This is an optimization exercise on Yosys and OpenROAD, whose aim is small area, a short achievable clock period and few clock cycles per item, not a production implementation. At most, simulation tests tie the RTL to the original design; equivalence was not proved. Power is estimated from default activity; no workload was simulated.

## sliding_window_anagram_match
module sliding_window_anagram_match
#(
  parameter int MAX_PATTERN = 256,
  parameter int ALPHABET    = 26
) (
  input  logic                 clk,
  input  logic                 rst,
  input  logic                 s_tvalid,
  output logic                 s_tready,
  input  logic [swam_pkg::S_TDATA_W-1:0] s_tdata,    
  input  logic [swam_pkg::S_TUSER_W-1:0] s_tuser,    
  input  logic                 s_tlast,
  output logic                 m_tvalid,
  input  logic                 m_tready,
  output logic [swam_pkg::M_TDATA_W-1:0] m_tdata,    
  output logic                 m_tlast
);
Size: roughly 3,100 cells after synthesis, roughly 1,600 flip-flops.
make LEC_CHECK=0 CAP_MARGIN=20 CORE_MARGIN=2 CORE_UTILIZATION=40 SLEW_MARGIN=20 finish   # period 13.0 ns
run.sh (not shown) runs the stock make flow with config.mk's settings and CLKGATE_MAP_FILE= SYNTH_SCRIPT=/design/flow/synth_recipe.tcl, a recipe that flattens the netlist after the stock synthesis.
Rerun with:
--- a/flow/config.mk
+++ b/flow/config.mk
@@ -9,3 +9,3 @@
 export CORE_MARGIN = 2
-export CORE_UTILIZATION = 40
+export CORE_UTILIZATION = 60
 export SLEW_MARGIN = 20
The new run ran to the end with no violations.
First-iteration DRC count goes down by 9.3%.
Utilization rises by 22 points.
Final area went down by 1.3%.
Clock-buffer cell count goes down by 2.
No functional check of the RTL was part of any run of this note.

---

## build 15
Another version of the RTL of sliding_window_anagram_match (not shown whole).
For scale: ~3100 cells after synthesis, roughly 1600 flip-flops, ~26 I/O pins, ~54000 sq um of cells after synthesis.
clock: 13.0 ns
lec_check: 0
cap_margin: 20
core_margin: 2
core_utilization: 40
slew_margin: 20
standard.sh (not shown) runs the stock make flow with config.mk's settings and CLKGATE_MAP_FILE= SYNTH_SCRIPT=/design/flow/synth_recipe.tcl, a recipe that flattens the netlist after the stock synthesis.
==> flow/flow/run.sh <==
#!/bin/bash
set -uo pipefail
bash standard.sh \
  BUFFER_PORTS_ARGS="-buffer_cell sky130_fd_sc_hd__buf_4" \
  SETUP_SLACK_MARGIN=9.2 \
  finish > standard.log 2>&1
Here is what was changed in the inputs of build 67 compared with build 15.
- a change of CORE_UTILIZATION from 40 to 60
- an added CTS_CLUSTER_SIZE of 24
- an added CTS_BUF_LIST of sky130_fd_sc_hd__clkbuf_16
- an added CTS_CLUSTER_DIAMETER of 80
Findings:
Of build 67 and build 15, the higher switching power share of the total belongs to build 15. Build 67 reached the end of the flow, and the finished layout is clean on the timing, design-rule and antenna checks. Of build 67 and build 15, the lower initial core utilization belongs to build 15. On wire length, build 67 and build 15 are basically level. When build 67 is measured against build 15, its final period utilization turns out 1.1 points lower. Area overhead of the layout relative to synthesis, build 67 and build 15, lower one = build 67. Delta (build 67 minus build 15): area enclosed by the die boundary saw a decrease; worst stage delay on the critical path saw a decrease.
[inputs] build 36 vs build 67
- CTS_CLUSTER_DIAMETER changed from 80 to 100
- CTS_CLUSTER_SIZE changed from 24 to 30
Notes after the runs:
- On later-pin clock latency in the skew report: build 36 sits above build 67.
- Number of buffers created by CTS: build 36 lower than build 67
- Sort build 67 and build 36 by post-route cell area desc -> top: build 67
- Worst setup slack, build 67 and build 36, higher one = build 67.
- [compare] base=build 67 new=build 36: via count went down, largest net degree at the start of global routing shows no meaningful change, time the worst path needs with I/O delays and setup moved up.
Setup changes, build 36 to build 96
==> flow/run.sh (new file) <==
#!/bin/bash
# synth_recipe.tcl (not shown) runs the flow's synth.tcl, then flattens the netlist and writes it again
# the make line also repeats each setting of config.mk as NAME=value (left out here)
make -C /OpenROAD-flow-scripts/flow DESIGN_CONFIG=/design/flow/config.mk WORK_HOME=/design/flow/orfs CLKGATE_MAP_FILE= SYNTH_SCRIPT=/design/flow/synth_recipe.tcl finish
removed: flow/flow/run.sh
removed: flow/standard.sh
==> run notes <==
- Compared with build 36, build 96 shows post-layout minimum cycle time higher by 0.42 ns.
- Diff build 36 -> build 96 | detailed placer's ending HPWL | decrease of 0.87%
- Compared with build 36, build 96 degrades tightest hold margin.
- As of build 96, total via count in the routed design had risen slightly compared to build 36.
- Build 36 and build 96 ended up with nearly the same via count of the first global-routing pass.
- Compared build 36 against build 96; total design power within noise.
- Worst setup slack ends up lower on build 96.
- Portion of the clock cycle consumed by the worst path in the final layout, build 36 and build 96, higher one = build 96.
- Build 36 and build 96 ended up with nearly the same combinational power.
- Higher post-detailed-routing wire length goes to build 36 over build 96.
No functional check of the RTL was part of any run of this note.

---

The RTL this note starts from:
==> flow/design.v <==
package swam_pkg;
  localparam int LETTER_W = 5;
  localparam int S_TDATA_W = 8;
  localparam int S_TUSER_W = 2;
  localparam int M_TDATA_W = 8;
  typedef enum logic [S_TUSER_W-1:0] {
    OP_CLEAR   = 2'd0,
    OP_PATTERN = 2'd1,
    OP_TEXT    = 2'd2
  } swam_op_t;
endpackage
module sliding_window_anagram_match
#(
  parameter int MAX_PATTERN = 256,
  parameter int ALPHABET    = 26
) (
  input  logic                 clk,
  input  logic                 rst,
  input  logic                 s_tvalid,
  output logic                 s_tready,
  input  logic [swam_pkg::S_TDATA_W-1:0] s_tdata,    
  input  logic [swam_pkg::S_TUSER_W-1:0] s_tuser,    
  input  logic                 s_tlast,
  output logic                 m_tvalid,
  input  logic                 m_tready,
  output logic [swam_pkg::M_TDATA_W-1:0] m_tdata,    
  output logic                 m_tlast
);
  localparam int LW    = swam_pkg::LETTER_W;
  localparam int PTR_W = $clog2(MAX_PATTERN);           
  localparam int CNT_W = PTR_W + 1;                     
  localparam int FW    = 4;                             
  localparam int BL    = 1 << FW;                       
  localparam int NB    = MAX_PATTERN / BL - 1;          
  localparam int QD    = 4;                             
  logic          rdy_q;
  logic          s_fire, sym_ok;
  logic          clr1, pat1, txt1, last1;
  logic [LW-1:0] let1;
  assign s_tready = rdy_q;
  assign s_fire   = s_tvalid && rdy_q;
  assign sym_ok   = s_tdata[LW-1:0] < LW'(ALPHABET);
  always_ff @(posedge clk) begin
    clr1  <= rst || (s_fire && s_tuser == swam_pkg::OP_CLEAR);
    pat1  <= !rst && s_fire && s_tuser == swam_pkg::OP_PATTERN && sym_ok;
    txt1  <= !rst && s_fire && s_tuser == swam_pkg::OP_TEXT && sym_ok;
    let1  <= s_tdata[LW-1:0];
    last1 <= s_tlast;
  end
  logic [CNT_W-1:0] plen_m1;       
  logic [PTR_W-1:0] tcnt;          
  logic             full;          
  logic             tstart;        
  logic             ovf;
  logic             lmax;          
  logic             clr, lnz, pat_add, pat_drop, txt_win, win_dec;
  logic [LW-1:0]    tap;           
  assign clr      = clr1;          
  assign lnz      = !plen_m1[CNT_W-1];
  assign pat_add  = pat1 && !tstart && !lmax;
  assign pat_drop = pat1 && !tstart && lmax;
  assign txt_win  = txt1 && lnz;
  assign win_dec  = txt_win && full;
  always_ff @(posedge clk) begin
    if (clr) begin
      plen_m1 <= '1;
      tcnt    <= '0;
      full    <= 1'b0;
      tstart  <= 1'b0;
      ovf     <= 1'b0;
      lmax    <= 1'b0;
    end else begin
      if (pat_add) begin
        plen_m1 <= plen_m1 + CNT_W'(1);
        lmax    <= (plen_m1 == CNT_W'(MAX_PATTERN - 2));
      end
      if (txt_win && !full) begin
        tcnt <= tcnt + PTR_W'(1);
        if (tcnt == plen_m1[PTR_W-1:0]) full <= 1'b1;
      end
      if (txt1) tstart <= 1'b1;
      if (pat_drop) ovf <= 1'b1;
    end
  end
  logic [PTR_W-FW-1:0] nblk;
  logic [LW-1:0]       blk_out [NB+1];
  logic [LW-1:0]       seg_in [FW+1];
  assign nblk       = plen_m1[PTR_W-1:FW];
  assign blk_out[0] = let1;
  for (genvar j = 0; j < NB; j++) begin : g_blk
    logic [LW*BL-1:0] sr;
    logic             en;
    assign en = txt_win && (nblk > (PTR_W-FW)'(j));
    always_ff @(posedge clk) begin
      if (en) sr <= {sr[LW*BL-LW-1:0], blk_out[j]};
    end
    assign blk_out[j+1] = sr[LW*BL-1 -: LW];
  end
  assign seg_in[FW] = blk_out[nblk];
  for (genvar k = FW - 1; k >= 0; k--) begin : g_seg
    localparam int N = 1 << k;
    logic [LW*N-1:0] sr;
    logic            en;
    assign en = txt_win && plen_m1[k];
    always_ff @(posedge clk) begin
      if (en) begin
        if (N == 1) sr <= seg_in[k+1];
        else        sr <= {sr[LW*N-LW-1:0], seg_in[k+1]};
      end
    end
    assign seg_in[k] = plen_m1[k] ? sr[LW*N-1 -: LW] : seg_in[k+1];
  end
  always_ff @(posedge clk) begin
    if (txt_win) tap <= seg_in[0];
  end
  logic [CNT_W-1:0]    diff [ALPHABET];
  logic [ALPHABET-1:0] dz;
  for (genvar i = 0; i < ALPHABET; i++) begin : g_cnt
    logic hit_new, hit_old, up, dn;
    assign hit_new = (let1 == LW'(i));
    assign hit_old = win_dec && (tap == LW'(i));
    assign up = txt_win && hit_new && !hit_old;
    assign dn = (pat_add && hit_new) || (hit_old && !hit_new);
    always_ff @(posedge clk) begin
      if (clr)     diff[i] <= CNT_W'(1);
      else if (up) diff[i] <= {diff[i][CNT_W-2:0], diff[i][8] ^ diff[i][4]};
      else if (dn) diff[i] <= {diff[i][0] ^ diff[i][5], diff[i][CNT_W-1:1]};
    end
    assign dz[i] = (diff[i] == CNT_W'(1));
  end
  logic v2, last2, found, match, found_o;
  always_ff @(posedge clk) begin
    v2    <= txt1 && !rst;
    last2 <= last1;
  end
  assign match   = !lnz || (full && (&dz));
  assign found_o = found || match;
  always_ff @(posedge clk) begin
    if (clr)     found <= 1'b0;
    else if (v2) found <= found_o;
  end
  logic [3:0]        q  [QD];      
  logic [QD-1:0]     qv;           
  logic [3:0]        q_in;
  logic              pop, rdy_next;
  logic              mvld;         
  logic [2:0]        base;
  assign q_in = {last2, ovf, found_o, match};
  assign pop  = qv[0] && m_tready;
  logic       hold0, take1;
  logic [3:0] q0_next;
  assign hold0   = !pop && qv[0];
  assign take1   = pop && qv[1];
  assign q0_next = ({4{hold0}} & q[0]) | ({4{take1}} & q[1]) |
                   ({4{!hold0 && !take1}} & q_in);
  always_ff @(posedge clk) begin
    q[0] <= q0_next;
    for (int j = 1; j < QD; j++) begin
      if (pop) begin
        if (j + 1 < QD && qv[j+1]) q[j] <= q[j+1];
        else if (v2 && qv[j])     q[j] <= q_in;
      end else begin
        if (v2 && !qv[j] && qv[j-1]) q[j] <= q_in;
      end
    end
    mvld <= !rst && (v2 || (pop ? qv[1] : qv[0]));
    if (rst) begin
      qv <= '0;
    end else begin
      case ({pop, v2})
        2'b10:   qv <= qv >> 1;
        2'b01:   qv <= {qv[QD-2:0], 1'b1};
        default: qv <= qv;
      endcase
    end
  end
  always_comb begin
    base = 3'(v2) + 3'(txt1);
    for (int j = 0; j < QD; j++) base = base + 3'(qv[j]);
    case (base)
      3'd0, 3'd1, 3'd2: rdy_next = 1'b1;
      3'd3:             rdy_next = !s_fire || pop;
      default:          rdy_next = pop;
    endcase
  end
  always_ff @(posedge clk) begin
    if (rst) rdy_q <= 1'b1;
    else     rdy_q <= rdy_next;
  end
  assign m_tvalid = mvld;
  assign m_tdata  = {(swam_pkg::M_TDATA_W - 3)'(0), q[0][2:0]};
  assign m_tlast  = q[0][3];
endmodule
export LEC_CHECK = 0
export CAP_MARGIN = 20
export CORE_MARGIN = 2
export CORE_UTILIZATION = 60
export CTS_BUF_LIST = sky130_fd_sc_hd__clkbuf_16
export CTS_CLUSTER_DIAMETER = 80
export CTS_CLUSTER_SIZE = 24
export SLEW_MARGIN = 20
create_clock -name core_clock -period 13.0 [get_ports {clk}]
==> flow/flow/run.sh <==
#!/bin/bash
set -uo pipefail
bash standard.sh \
  BUFFER_PORTS_ARGS="-buffer_cell sky130_fd_sc_hd__buf_4" \
  SETUP_SLACK_MARGIN=9.45 \
  finish > standard.log 2>&1
Testbench counts at the start, summed over its fixed seeds: cycles 77,933, items 52,211.
==> next run, changes <==
--- a/flow/flow/run.sh
+++ b/flow/flow/run.sh
@@ -5 +5 @@
-  SETUP_SLACK_MARGIN=9.45 \
+  SETUP_SLACK_MARGIN=9.2 \
- CORE_UTILIZATION: 60 -> 70
Final cell count is lower by about 3.2%.
Worst setup slack gains 0.0097 ns.
Cell area is lower by 0.39%.
Register-to-register slack barely changes.
Global-route usage is higher by 4.4 points.
Utilization is higher by 10 points.
Routed wire length is higher by 4.7%.
Power is about the same.
Sequential power stays flat.
Maximum frequency is about the same.

[static timing again, ports no longer ideal]
The results above use ideal ports. As a check the final layouts listed here were re-extracted and re-timed, cells and wires unchanged. Step 1 assumes that a clkbuf_16 drives the clock port and a buf_2 every other input. Step 2 moves the port delays by t, midway between the first and last clock arrival at a register: inputs arrive t later, outputs are due t later. That takes back most of the time a late clock gives input paths. a / b / c = ideal ports / drivers / drivers and shift; a / b = the first two.
run	t, ns	setup slack, ns	worst hold slack (ns)	worst setup path at the end	latest minus earliest clock arrival (ns)
the first run of note 1	0.812	8.470 / 8.404 / 8.471	0.327 / 0.327 / 0.327	input to register	0.036 / 0.035
the second run of note 1	0.794	8.511 / 8.448 / 8.518	0.327 / 0.327 / 0.327	input to register	0.027 / 0.027
build 15	0.827	9.068 / 8.998 / 9.130	0.330 / 0.330 / 0.330	input to register	0.030 / 0.029
build 67	0.718	9.216 / 9.145 / 9.231	0.344 / 0.344 / 0.344	input to register	0.023 / 0.023
build 36	0.748	9.183 / 9.112 / 9.246	0.350 / 0.350 / 0.350	input to register	0.051 / 0.051
build 96	0.732	8.759 / 8.695 / 8.535	0.340 / 0.340 / 0.340	input to register	0.041 / 0.041
the first run of note 3	0.733	9.262 / 9.189 / 9.158	0.337 / 0.337 / 0.337	input to register	0.033 / 0.034
the second run of note 3	0.709	9.272 / 9.202 / 8.982	0.340 / 0.340 / 0.340	input to register	0.041 / 0.042
After both steps setup and hold are still met in every run listed. For the second run of note 3, which loses most, drivers alone change the setup slack by -0.070 ns; drivers and shift together by -0.290 ns.
